From an optimization exercise on the open Yosys and OpenROAD flow, aimed at small area, a short achievable clock period and few clock cycles per item; shortcuts taken in it are not production practice. At most, simulation tests tie the RTL to the original design; equivalence was not proved. Power figures rest on the tool's default switching activity, not on a simulated workload.

== lagoon ==
// led_chain_chase_encoder_unit
module led_chain_chase_encoder_unit (
  input  logic                          clk_i,
  input  logic                          rst_ni,
  input  logic                          psel,
  input  logic                          penable,
  input  logic                          pwrite,
  input  logic [lcce_pkg::ADDR_W-1:0]   paddr,
  input  logic [lcce_pkg::DATA_W-1:0]   pwdata,
  output logic [lcce_pkg::DATA_W-1:0]   prdata,
  output logic                          pready,
  input  logic                          in_valid_i,
  output logic                          in_stall_o,
  input  logic [lcce_pkg::STEP_W-1:0]   step_index_i,
  input  logic [7:0]                    red_i,
  input  logic [7:0]                    green_i,
  input  logic [7:0]                    blue_i,
  output logic                          out_valid_o,
  input  logic                          out_stall_i,
  output logic [7:0]                    bit7_code_o,
  output logic [7:0]                    bit6_code_o,
  output logic [7:0]                    bit5_code_o,
  output logic [7:0]                    bit4_code_o,
  output logic [7:0]                    bit3_code_o,
  output logic [7:0]                    bit2_code_o,
  output logic [7:0]                    bit1_code_o,
  output logic [7:0]                    bit0_code_o,
  output logic                          reset_slot_o,
  output logic                          last_of_frame_o
);
Size: roughly 420 flip-flops.
clock: 4.5 ns
lec_check: 0
cap_margin: 20
core_margin: 2
core_utilization: 60
cts_cluster_diameter: 80
cts_cluster_size: 24
setup_slack_margin: 2.3
slew_margin: 20
run.sh (not shown) runs the stock make flow with config.mk's settings and CLKGATE_MAP_FILE= SYNTH_SCRIPT=/design/flow/synth_recipe.tcl, a recipe that flattens the netlist after the stock synthesis.
Edits applied to the flow inputs when going from lagoon to zinc:
Settings: changing SETUP_SLACK_MARGIN from 2.3 to 2.6.
Notes after the runs:
- Looking at transition time at the pin with the least slew margin, zinc sits 0.11 ns below lagoon.
- zinc against lagoon: cell internal power dissipation went up 1.6%, sequential standard cell area held, total leakage power went up about 2.4%.
Function was not checked in any run of this note: the RTL went through the layout flow alone.

* * *

led_chain_chase_encoder_unit, a different RTL version from the one above (not shown whole).
Size: about 1300 cells after synthesis, about 190 I/O pins, roughly 19000 µm² of cells after synthesis.
Design led_chain_chase_encoder_unit, start of the top module:
module led_chain_chase_encoder_unit (
  input  logic                          clk_i,
  input  logic                          rst_ni,
  input  logic                          psel,
  input  logic                          penable,
  input  logic                          pwrite,
  input  logic [lcce_pkg::ADDR_W-1:0]   paddr,
  input  logic [lcce_pkg::DATA_W-1:0]   pwdata,
  output logic [lcce_pkg::DATA_W-1:0]   prdata,
  output logic                          pready,
  input  logic                          in_valid_i,
  output logic                          in_stall_o,
  input  logic [lcce_pkg::STEP_W-1:0]   step_index_i,
  input  logic [7:0]                    red_i,
  input  logic [7:0]                    green_i,
  input  logic [7:0]                    blue_i,
  output logic                          out_valid_o,
  input  logic                          out_stall_i,
  output logic [7:0]                    bit7_code_o,
  output logic [7:0]                    bit6_code_o,
  output logic [7:0]                    bit5_code_o,
  output logic [7:0]                    bit4_code_o,
  output logic [7:0]                    bit3_code_o,
  output logic [7:0]                    bit2_code_o,
  output logic [7:0]                    bit1_code_o,
  output logic [7:0]                    bit0_code_o,
  output logic                          reset_slot_o,
  output logic                          last_of_frame_o
);
Settings: LEC_CHECK=0, CAP_MARGIN=20, CORE_MARGIN=2, CORE_UTILIZATION=40, SETUP_SLACK_MARGIN=2.2, SLEW_MARGIN=20; clock period 4.5 ns.
Edit:
SETUP_SLACK_MARGIN = 2.6   (was 2.2)
Outcome:
- design area goes up by 4.7%
- hold slack improved by 0.11 ns
- final cell count goes up by 2.7%
- total power goes down by 0.42%
- fmax goes up by 2.9%
- count of clock-buffer cells in the layout goes down by 6
- critical path depth goes down by 7
No run of this note included a check of the RTL's function; only the layout flow was run.

* * *

== run 1 ==
led_chain_chase_encoder_unit, a different RTL version from the one above (not shown whole).
Size: roughly 190 I/O pins, about 19000 sq um of cells after synthesis.
## led_chain_chase_encoder_unit
module led_chain_chase_encoder_unit (
  input  logic                          clk_i,
  input  logic                          rst_ni,
  input  logic                          psel,
  input  logic                          penable,
  input  logic                          pwrite,
  input  logic [lcce_pkg::ADDR_W-1:0]   paddr,
  input  logic [lcce_pkg::DATA_W-1:0]   pwdata,
  output logic [lcce_pkg::DATA_W-1:0]   prdata,
  output logic                          pready,
  input  logic                          in_valid_i,
  output logic                          in_stall_o,
  input  logic [lcce_pkg::STEP_W-1:0]   step_index_i,
  input  logic [7:0]                    red_i,
  input  logic [7:0]                    green_i,
  input  logic [7:0]                    blue_i,
  output logic                          out_valid_o,
  input  logic                          out_stall_i,
  output logic [7:0]                    bit7_code_o,
  output logic [7:0]                    bit6_code_o,
  output logic [7:0]                    bit5_code_o,
  output logic [7:0]                    bit4_code_o,
  output logic [7:0]                    bit3_code_o,
  output logic [7:0]                    bit2_code_o,
  output logic [7:0]                    bit1_code_o,
  output logic [7:0]                    bit0_code_o,
  output logic                          reset_slot_o,
  output logic                          last_of_frame_o
);
make LEC_CHECK=0 CAP_MARGIN=20 CORE_MARGIN=2 CORE_UTILIZATION=40 SETUP_SLACK_MARGIN=2.2 SLEW_MARGIN=20 finish   # period 4.5 ns
Testbench counts of run 1, summed over its fixed seeds: cycles 98,032, steps 4,608.
--- input diff run 1..run 2 ---
- changing SETUP_SLACK_MARGIN from 2.2 to 2.0
- changing CORE_UTILIZATION from 40 to 60
- setting CTS_CLUSTER_SIZE to 24 for the first time
- setting CTS_CLUSTER_DIAMETER to 80 for the first time
## What came out
Having completed the whole flow, run 2 delivered a layout that passed the timing, design-rule and antenna checks.
The lower clock buffer count in the final layout came out of run 2.
Run 2 against run 1: number of instances resized during post-cts repair -26%, clock skew went down 11 ps, global-route track usage on met3 saw an increase, via count moved down, total power shrank by about 15%.
Clock insertion delay at the later pin of the skew report for run 2: 30 ps down relative to run 1
Run 2 supports a higher top clock frequency than run 1.
The core of run 2 is more densely filled than that of run 1.
Per the comparison of run 2 with run 1, multi-input gate share of the layout cell area picked up an extra 1.8 points, combined area of all synthesized cells ~0 delta.
#### Input delta (run 3 over run 2)
- CTS_CLUSTER_DIAMETER removed (was 80)
- SETUP_SLACK_MARGIN changed from 2.0 to 1.8
- CTS_CLUSTER_SIZE removed (was 24)
- CORE_UTILIZATION changed from 60 to 40
Notes after the runs:
Compared run 3 vs run 2, and cell area after placement is up in run 3.
Going from run 2 to run 3, non-clock buffer count saw a decrease, hold slack saw a decrease.
Modified inputs, run 4 compared to run 3
- setting CTS_CLUSTER_SIZE to 30 for the first time
- setting CTS_CLUSTER_DIAMETER to 100 for the first time
- changing SETUP_SLACK_MARGIN from 1.8 to 2.2
- changing CORE_UTILIZATION from 40 to 60
Notes after the runs:
- Run 4 completed; timing, DRC and antenna clean
- Both conditions hold for run 3: the flow ran to the end and the final layout passed the timing, design-rule and antenna checks.
- Run 4 vs. run 3: non-clock inverter total of the final layout climbed 2.0%, power dropped 1.7 mW, worst setup margin climbed 110 ps.
- [compare] base=run 3 new=run 4: critical path depth went up 8; final cell area excluding filler cells shows a reduction of 2.2%; cell count saw a decrease.
- [compare] base=run 3 new=run 4: sequential cell area share +1.2 points; final cell utilization of the core saw an increase; final critical-path required period fell 110 ps; clock skew saw a decrease.
- Looking at initial standard-cell utilization of the core, run 4 sits 20 points above run 3.
- Run comparison: run 3 start point of the critical path u_regs.oc_q[3]; run 4 start point of the critical path u_regs.bz_q

-- afterwards: timing with drivers on the ports --
How much do the figures lean on ideal ports? The routed layouts below were timed once more, with nothing changed but the port constraints.
Step 1 (the two cells are an assumption about what drives the block):
set clk [get_ports {clk_i}]
set_driving_cell -lib_cell sky130_fd_sc_hd__clkbuf_16 $clk
set_driving_cell -lib_cell sky130_fd_sc_hd__buf_2 [delete_from_list [all_inputs] $clk]
Step 2 also shifts input and output timing later by t, the mid clock arrival at the registers, as if the neighbouring blocks saw the same clock.
Slacks: ideal / step 1 / step 2; pairs: ideal / step 1.
run	t, ns	setup slack, ns	hold WS [ns]	slew at the worst register clock pin (ns)	worst slew at a driven data input, ns
lagoon	0.592	1.525 / 1.525 / 1.008	0.271 / 0.244 / 0.433	0.10 / 0.10	0.05
zinc	0.607	1.556 / 1.556 / 1.141	0.323 / 0.294 / 0.449	0.10 / 0.10	0.06
the first run of note 2	0.634	1.764 / 1.764 / 1.551	0.311 / 0.273 / 0.433	0.06 / 0.06	0.13
the second run of note 2	0.630	1.840 / 1.782 / 1.590	0.425 / 0.425 / 0.425	0.06 / 0.06	0.09
run 1	0.629	1.807 / 1.807 / 1.650	0.431 / 0.424 / 0.431	0.07 / 0.07	0.09
run 2	0.595	1.822 / 1.822 / 1.511	0.328 / 0.294 / 0.450	0.10 / 0.10	0.09
run 3	0.630	1.653 / 1.596 / 1.297	0.314 / 0.279 / 0.419	0.06 / 0.06	0.09
run 4	0.566	1.760 / 1.760 / 1.724	0.444 / 0.444 / 0.444	0.12 / 0.12	0.08
After both steps every run listed still meets setup and hold. For lagoon, which loses most, drivers alone change the setup slack by 0.000 ns; drivers and shift together by -0.517 ns.
